Source: an optimization exercise on an open RTL-to-GDS flow (aim: small area, a short achievable clock period and few clock cycles per item). Production flows keep margins and buffers that such runs may drop.
Only simulation tests tie the RTL to the original design; equivalence was not proved.

==> flow/design.v (excerpt) <==
module kalman_top (
	input  logic                  clk_i,
	input  logic                  harmonics_rst,
	input  logic [22:0]           coef_wr_i,
	input  logic [17:0]           sample_i,
	input  logic                  enable_i,
	input  logic [1:0]            amp_rd_addr_i,
	output logic                  busy_o,
	output logic [17:0]           err_o,
	output logic [17:0]           amp_o
);
Size in the first run: about 18,000 cells after synthesis, about 83 I/O pins, about 150,000 um^2 of cells after synthesis.
==> flow/config.mk <==
export PLATFORM = sky130hd
export DESIGN_NAME = kalman_top
export DESIGN_NICKNAME = kalman_top
export VERILOG_FILES = /design/flow/design.v
export SDC_FILE = /design/flow/constraint.sdc
export NUM_CORES = 4
export LEC_CHECK = 0
export ABC_AREA = 1
export CAP_MARGIN = 20
export CORE_MARGIN = 2
export CORE_UTILIZATION = 35
export PLACE_DENSITY = 0.5
export SETUP_SLACK_MARGIN = 5
export SLEW_MARGIN = 20
==> flow/constraint.sdc <==
create_clock -name core_clock -period 15.0 [get_ports {clk_i}]
set_input_delay 3.0000 -clock core_clock [delete_from_list [all_inputs] [get_ports {clk_i}]]
set_output_delay 3.0000 -clock core_clock [all_outputs]
set_load 0.01 [all_outputs]
standard.sh (not shown) runs the stock make flow with config.mk's settings and CLKGATE_MAP_FILE= SYNTH_SCRIPT=/design/flow/synth_recipe.tcl, a recipe that flattens the netlist after the stock synthesis.
==> flow/flow/run.sh <==
#!/bin/bash
# The standard synthesis, then fixinv.py removes the inverters that synthesis
# leaves between full-adder cells (by choosing each adder's polarity), then
# the standard layout from the edited netlist, with the timing repair aiming
# at a tighter setup margin on the worst path only.  Each step logs to its
# own file.
set -euo pipefail
R=orfs/results/${FLOW_PLATFORM}/kalman_top/base
LIB=${FLOW_HOME}/platforms/${FLOW_PLATFORM}/lib/sky130_fd_sc_hd__tt_025C_1v80.lib
bash standard.sh synth > synth.log 2>&1
python3 flow/fixinv.py ${R}/1_2_yosys.v ${LIB} > fixinv.log 2>&1
bash standard.sh SETUP_SLACK_MARGIN=8 TNS_END_PERCENT=0 finish > layout.log 2>&1
==> flow/flow/fixinv.py <==
#!/usr/bin/env python3
"""Remove inverters between full-adder cells of a mapped netlist.

A full adder is self-dual: FA(~a, ~b, ~c) = (~sum, ~cout).  Each fa cell may be
flipped (its inputs and outputs read in the complemented sense) without
changing the logic; this chooses flips so that as few signals as possible need
a complemented copy, then rebuilds the netlist with one inverter per signal
that still does.  Registers, ports and every other cell are kept as they are.

usage: fixinv.py NETLIST LIBERTY
"""
import re
import sys
from collections import defaultdict

net_path, lib_path = sys.argv[1], sys.argv[2]
txt = open(net_path).read()

# pin directions from the liberty file
outpins = defaultdict(set)
cell = None
lib = open(lib_path).read()
for m in re.finditer(r'cell\s*\(\s*"?(\w+)"?\s*\)|pin\s*\(\s*"?(\w+)"?\s*\)\s*\{\s*([^{}]*?direction\s*:\s*"?(\w+)"?)', lib):
    if m.group(1):
        cell = m.group(1)
    elif cell and m.group(4) == "output":
        outpins[cell].add(m.group(2))

cell_re = re.compile(r'^(\s*)(sky130_fd_sc_hd__\w+)\s+(\\\S+\s|\S+)\s*\((.*?)\);\n', re.S | re.M)
pin_re = re.compile(r'\.(\w+)\(([^()]*)\)')

cells = []   # [type, name, [(pin, net)], span]
for m in cell_re.finditer(txt):
    pins = [(p, n.strip()) for p, n in pin_re.findall(m.group(4))]
    cells.append([m.group(2), m.group(3), pins, m.span()])

mod_m = re.search(r'module\s+(\S+)\s*\((.*?)\);', txt, re.S)
outports = set()
for m in re.finditer(r'^\s*output\s+(\[[^\]]*\]\s*)?(\S+);', txt, re.M):
    outports.add(m.group(2))

def is_port_net(n):
    base = n.split('[')[0].lstrip('\\').strip()
    return base in outports or n in outports

def is_inv(t):
    return re.match(r'sky130_fd_sc_hd__(clk)?inv_\d+$', t) is not None

def is_fa(t):
    return re.match(r'sky130_fd_sc_hd__fa_\d+$', t) is not None

driver = {}
for i, (t, nm, pins, _) in enumerate(cells):
    for p, n in pins:
        if p in outpins[t]:
            driver[n] = (i, p)

removed = set()
for i, (t, nm, pins, _) in enumerate(cells):
    if is_inv(t):
        y = dict(pins)['Y']
        if not is_port_net(y):
            removed.add(i)

memo = {}
def resolve(n):
    """(base net, polarity) of net n, looking through removed inverters."""
    if n in memo:
        return memo[n]
    d = driver.get(n)
    if d is not None and d[0] in removed:
        a = dict(cells[d[0]][2])['A']
        b, p = resolve(a)
        r = (b, p ^ 1)
    else:
        r = (n, 0)
    memo[n] = r
    return r

# sinks: every input pin of a kept cell
sinks = []   # (cell idx, pin, base, pol)
for i, (t, nm, pins, _) in enumerate(cells):
    if i in removed:
        continue
    for p, n in pins:
        if p in outpins[t]:
            continue
        b, pol = resolve(n)
        sinks.append((i, p, b, pol))

fa_ids = [i for i, c in enumerate(cells) if is_fa(c[0]) and i not in removed]
flip = defaultdict(int)
base_driver_fa = {}
for i in fa_ids:
    for p, n in cells[i][2]:
        if p in outpins[cells[i][0]]:
            base_driver_fa[n] = i

sinks_of_base = defaultdict(list)
sinks_of_cell = defaultdict(list)
for k, (i, p, b, pol) in enumerate(sinks):
    sinks_of_base[b].append(k)
    sinks_of_cell[i].append(k)

def r_of(k):
    i, p, b, pol = sinks[k]
    r = pol ^ flip[i] if is_fa(cells[i][0]) else pol
    g = base_driver_fa.get(b)
    if g is not None:
        r ^= flip[g]
    return r

cnt1 = defaultdict(int)
for k in range(len(sinks)):
    if r_of(k):
        cnt1[sinks[k][2]] += 1

def cost_bases(bs):
    return sum(1 for b in bs if cnt1[b] > 0)

start = sum(1 for b in cnt1 if cnt1[b] > 0)
outs_of = {i: [n for p, n in cells[i][2] if p in outpins[cells[i][0]]] for i in fa_ids}
import random
random.seed(1)
passes = 0
best = start
best_flip = dict(flip)
T = 0.6
for passes in range(1, 121):
    order = fa_ids[:]
    random.shuffle(order)
    for i in order:
        ks = set(sinks_of_cell[i])
        for n in outs_of[i]:
            ks.update(sinks_of_base[n])
        bs = {sinks[k][2] for k in ks}
        before = cost_bases(bs)
        for k in ks:
            if r_of(k):
                cnt1[sinks[k][2]] -= 1
        flip[i] ^= 1
        for k in ks:
            if r_of(k):
                cnt1[sinks[k][2]] += 1
        after = cost_bases(bs)
        d = after - before
        if d < 0 or (T > 0 and random.random() < (0.5 if d == 0 else (2.718 ** (-d / T) if T > 0.05 else 0))):
            pass
        else:
            for k in ks:
                if r_of(k):
                    cnt1[sinks[k][2]] -= 1
            flip[i] ^= 1
            for k in ks:
                if r_of(k):
                    cnt1[sinks[k][2]] += 1
    cur = sum(1 for b in cnt1 if cnt1[b] > 0)
    if cur < best:
        best = cur
        best_flip = dict(flip)
    T *= 0.95
for i in fa_ids:
    flip[i] = best_flip.get(i, 0)
cnt1 = defaultdict(int)
for k in range(len(sinks)):
    if r_of(k):
        cnt1[sinks[k][2]] += 1
end = sum(1 for b in cnt1 if cnt1[b] > 0)
print(f"inverters: {len(removed)} removed; complemented signals {start} -> {end}; "
      f"{sum(flip.values())} full adders flipped in {passes} passes")

def fmt(n):
    return n + ' ' if n.startswith('\\') else n

# rebuild
newnet = {}
new_cells = []
new_wires = []
conn = defaultdict(dict)
for k, (i, p, b, pol) in enumerate(sinks):
    if r_of(k):
        if b not in newnet:
            nn = f"fixinv_n{len(newnet)}"
            newnet[b] = nn
            new_wires.append(nn)
            new_cells.append(f"  sky130_fd_sc_hd__inv_1 fixinv_{len(newnet) - 1} (\n    .A({fmt(b)}),\n    .Y({nn})\n  );\n")
        conn[i][p] = newnet[b]
    else:
        conn[i][p] = b

dead_nets = set()
for i in removed:
    dead_nets.add(dict(cells[i][2])['Y'])
used = set()
out = []
pos = 0
for i, (t, nm, pins, (s, e)) in enumerate(cells):
    out.append(txt[pos:s])
    pos = e
    if i in removed:
        continue
    lines = [f"  {t} {nm}("]
    pl = []
    for p, n in pins:
        n2 = conn[i].get(p, n)
        used.add(n2)
        pl.append(f"    .{p}({fmt(n2)})")
    out.append(f"  {t} {nm}(\n" + ",\n".join(pl) + "\n  );\n")
out.append(txt[pos:])
res = "".join(out)
# wire declarations: drop dead single-bit wires, add new ones
def drop_decl(mm):
    n = mm.group(1).strip()
    if n in dead_nets and n not in used:
        return ""
    return mm.group(0)
res = re.sub(r'^\s*wire\s+(\\\S+\s|[^\s\[;]+)\s*;\n', drop_decl, res, flags=re.M)
decl = "".join(f"  wire {w};\n" for w in new_wires)
idx = res.index(";", mod_m.end() - 1) + 1 if False else mod_m.end()
res = res[:idx] + "\n" + decl + res[idx:]
res = res.rstrip()
k = res.rfind("endmodule")
res = res[:k] + "".join(new_cells) + res[k:] + "\n"
open(net_path, "w").write(res)
Testbench counts at the start, summed over its fixed seeds: cycles 2,400, updates 1,200.
==> next run, changes <==
--- a/flow/flow/run.sh
+++ b/flow/flow/run.sh
@@ -1,5 +1,6 @@
 #!/bin/bash
 # The standard synthesis, then fixinv.py removes the inverters that synthesis
-# leaves between full-adder cells (by choosing each adder's polarity), then
+# leaves between full-adder cells (by choosing each adder's polarity, and
+# swapping a gate for its complement where all its loads want the inverse), then
 # the standard layout from the edited netlist, with the timing repair aiming
 # at a tighter setup margin on the worst path only.  Each step logs to its
--- a/flow/flow/fixinv.py
+++ b/flow/flow/fixinv.py
@@ -43,4 +43,6 @@
     base = n.split('[')[0].lstrip('\\').strip()
     return base in outports or n in outports
+
+flipped_sink = set()
 
 def is_inv(t):
@@ -170,4 +172,52 @@
       f"{sum(flip.values())} full adders flipped in {passes} passes")
 
+# complement cell types (same inputs, inverted output): a driver whose every
+# load wants the complement is swapped for its complement type instead.
+areas = {}
+_cur = None
+for m in re.finditer(r'cell\s*\(\s*"?(sky130_fd_sc_hd__\w+)"?\s*\)|\barea\s*:\s*([0-9.]+)', lib):
+    if m.group(1):
+        _cur = m.group(1)
+    elif _cur and _cur not in areas:
+        areas[_cur] = float(m.group(2))
+PAIRS = [("xor2", "xnor2"), ("xor3", "xnor3"), ("nand2", "and2"), ("nand3", "and3"), ("nand4", "and4"),
+         ("nor2", "or2"), ("nor3", "or3"), ("nor4", "or4"), ("nand2b", "and2b"), ("nand3b", "and3b"),
+         ("nand4b", "and4b"), ("nor2b", "or2b"), ("nor3b", "or3b"), ("nor4b", "or4b"),
+         ("mux2i", "mux2"), ("inv", "buf")]
+for a in ["a21", "o21", "a22", "o22", "a211", "o211", "a31", "o31", "a221", "o221", "a2bb2", "o2bb2",
+          "a32", "o32", "a41", "o41", "a311", "o311", "a2111", "o2111", "a21b", "o21b", "a222", "a41"]:
+    PAIRS.append((a + ("oi" if a[0] == "a" else "ai"), a + ("o" if a[0] == "a" else "a")))
+comp = {}
+for x, y in PAIRS:
+    comp[x] = y
+    comp[y] = x
+def smallest(func):
+    c = [(areas[k], k) for k in areas if re.fullmatch(r"sky130_fd_sc_hd__" + func + r"_\d+", k)]
+    return min(c)[1] if c else None
+def out_pin(t):
+    return sorted(outpins[t])[0] if len(outpins[t]) == 1 else None
+
+swapped = {}
+bases_sinks = defaultdict(list)
+for k in range(len(sinks)):
+    bases_sinks[sinks[k][2]].append(k)
+for b, ks in bases_sinks.items():
+    if not ks or not all(r_of(k) for k in ks):
+        continue
+    d = driver.get(b)
+    if d is None or d[0] in removed or is_port_net(b):
+        continue
+    t = cells[d[0]][0]
+    fm = re.fullmatch(r"sky130_fd_sc_hd__(\w+)_\d+", t)
+    if not fm or fm.group(1) not in comp or out_pin(t) is None:
+        continue
+    nt = smallest(comp[fm.group(1)])
+    if nt is None or out_pin(nt) is None:
+        continue
+    swapped[d[0]] = (nt, out_pin(t), out_pin(nt))
+    for k in ks:
+        flipped_sink.add(k)
+print(f"{len(swapped)} drivers swapped for their complement type")
+
 def fmt(n):
     return n + ' ' if n.startswith('\\') else n
@@ -179,5 +229,5 @@
 conn = defaultdict(dict)
 for k, (i, p, b, pol) in enumerate(sinks):
-    if r_of(k):
+    if r_of(k) and k not in flipped_sink:
         if b not in newnet:
             nn = f"fixinv_n{len(newnet)}"
@@ -200,8 +250,12 @@
     if i in removed:
         continue
-    lines = [f"  {t} {nm}("]
+    opin = None
+    if i in swapped:
+        t, opin, npin = swapped[i]
     pl = []
     for p, n in pins:
         n2 = conn[i].get(p, n)
+        if p == opin:
+            p = npin
         used.add(n2)
         pl.append(f"    .{p}({fmt(n2)})")
--- a/flow/config.mk
+++ b/flow/config.mk
@@ -7,8 +7,8 @@
 export LEC_CHECK = 0
 export ABC_AREA = 1
-export CAP_MARGIN = 20
+export CAP_MARGIN = 10
 export CORE_MARGIN = 2
 export CORE_UTILIZATION = 35
 export PLACE_DENSITY = 0.5
 export SETUP_SLACK_MARGIN = 5
-export SLEW_MARGIN = 20
+export SLEW_MARGIN = 10
What happened: Final area goes down slightly; clock skew goes down by 0.035 ns; hold slack gets better by 0.0058 ns; wire length goes down slightly; maximum frequency goes down slightly; cell count goes down by a few percent; global-route usage hardly moves.
==> next run, changes <==
--- a/flow/flow/fixinv.py
+++ b/flow/flow/fixinv.py
@@ -46,4 +46,8 @@
 flipped_sink = set()
 
+def areas_guess(t):
+    m = re.search(r'_(\d+)$', t)
+    return int(m.group(1)) if m else 0
+
 def is_inv(t):
     return re.match(r'sky130_fd_sc_hd__(clk)?inv_\d+$', t) is not None
@@ -64,4 +68,14 @@
         if not is_port_net(y):
             removed.add(i)
+
+# drive strength of the inverter synthesis had put on each signal, kept when
+# the inverter has to be put back
+inv_type = {}
+for i in removed:
+    a = dict(cells[i][2])['A']
+    if driver.get(a) is None or driver[a][0] not in removed:
+        t = cells[i][0]
+        if a not in inv_type or areas_guess(t) > areas_guess(inv_type[a]):
+            inv_type[a] = t
 
 memo = {}
@@ -234,5 +248,6 @@
             newnet[b] = nn
             new_wires.append(nn)
-            new_cells.append(f"  sky130_fd_sc_hd__inv_1 fixinv_{len(newnet) - 1} (\n    .A({fmt(b)}),\n    .Y({nn})\n  );\n")
+            it = inv_type.get(b, "sky130_fd_sc_hd__inv_1")
+            new_cells.append(f"  {it} fixinv_{len(newnet) - 1} (\n    .A({fmt(b)}),\n    .Y({nn})\n  );\n")
         conn[i][p] = newnet[b]
     else:
--- a/flow/config.mk
+++ b/flow/config.mk
@@ -7,8 +7,8 @@
 export LEC_CHECK = 0
 export ABC_AREA = 1
-export CAP_MARGIN = 10
+export CAP_MARGIN = 20
 export CORE_MARGIN = 2
 export CORE_UTILIZATION = 35
 export PLACE_DENSITY = 0.5
 export SETUP_SLACK_MARGIN = 5
-export SLEW_MARGIN = 10
+export SLEW_MARGIN = 20
The changed run ran to the end with no violations.
Area after synthesis hardly moves.
Core utilization falls by 0.79 points.
Setup slack gets worse by 0.20 ns.
First-iteration DRC count rises by about 3%.
Fmax falls by 2.2%.
Worst hold slack gets worse by 0.029 ns.
Flip-flop and latch count stays the same.
==> next run, changes <==
--- a/flow/flow/fixinv.py
+++ b/flow/flow/fixinv.py
@@ -46,8 +46,4 @@
 flipped_sink = set()
 
-def areas_guess(t):
-    m = re.search(r'_(\d+)$', t)
-    return int(m.group(1)) if m else 0
-
 def is_inv(t):
     return re.match(r'sky130_fd_sc_hd__(clk)?inv_\d+$', t) is not None
@@ -68,14 +64,4 @@
         if not is_port_net(y):
             removed.add(i)
-
-# drive strength of the inverter synthesis had put on each signal, kept when
-# the inverter has to be put back
-inv_type = {}
-for i in removed:
-    a = dict(cells[i][2])['A']
-    if driver.get(a) is None or driver[a][0] not in removed:
-        t = cells[i][0]
-        if a not in inv_type or areas_guess(t) > areas_guess(inv_type[a]):
-            inv_type[a] = t
 
 memo = {}
@@ -248,6 +234,5 @@
             newnet[b] = nn
             new_wires.append(nn)
-            it = inv_type.get(b, "sky130_fd_sc_hd__inv_1")
-            new_cells.append(f"  {it} fixinv_{len(newnet) - 1} (\n    .A({fmt(b)}),\n    .Y({nn})\n  );\n")
+            new_cells.append(f"  sky130_fd_sc_hd__inv_1 fixinv_{len(newnet) - 1} (\n    .A({fmt(b)}),\n    .Y({nn})\n  );\n")
         conn[i][p] = newnet[b]
     else:
Flip-flop and latch count is unchanged.
Via count is lower slightly.
Setup slack improves by 0.15 ns.
Utilization increases by 0.56 points.
Die area is about the same.
Clock-buffer cell count is higher by 3.
Maximum frequency rose slightly.
Critical path depth fell by 1.

==> what the ideal ports hide <==
Ports are ideal in the flow. The routed layouts listed here were re-timed in OpenROAD. Step 1 assumes that a clkbuf_16 drives the clock port and a buf_2 every other input. Step 2 adds t to the input delays and takes it off the output delays; t is the mean of the earliest and latest rising clock arrival at the registers after step 1. Input paths then give back, and output paths get back, about the clock's delay inside the block. Slacks: ideal / step 1 / step 2; pairs: ideal / step 1.
run | t (ns) | setup WS [ns] | worst setup path after step 2 | worst data-port slew with drivers (ns)
the first run | 0.904 | 6.283 / 6.283 / 6.026 | input to register | 0.14
the second run | 0.875 | 6.217 / 6.217 / 6.125 | input to register | 0.16
the third run | 0.859 | 6.018 / 6.018 / 6.001 | input to register | 0.22
the fourth run | 0.864 | 6.166 / 6.166 / 6.157 | input to register | 0.16
After both steps every run listed still meets setup and hold. The setup slack of the first run, which loses most, moves by 0.000 ns with the drivers and by -0.257 ns with both steps.
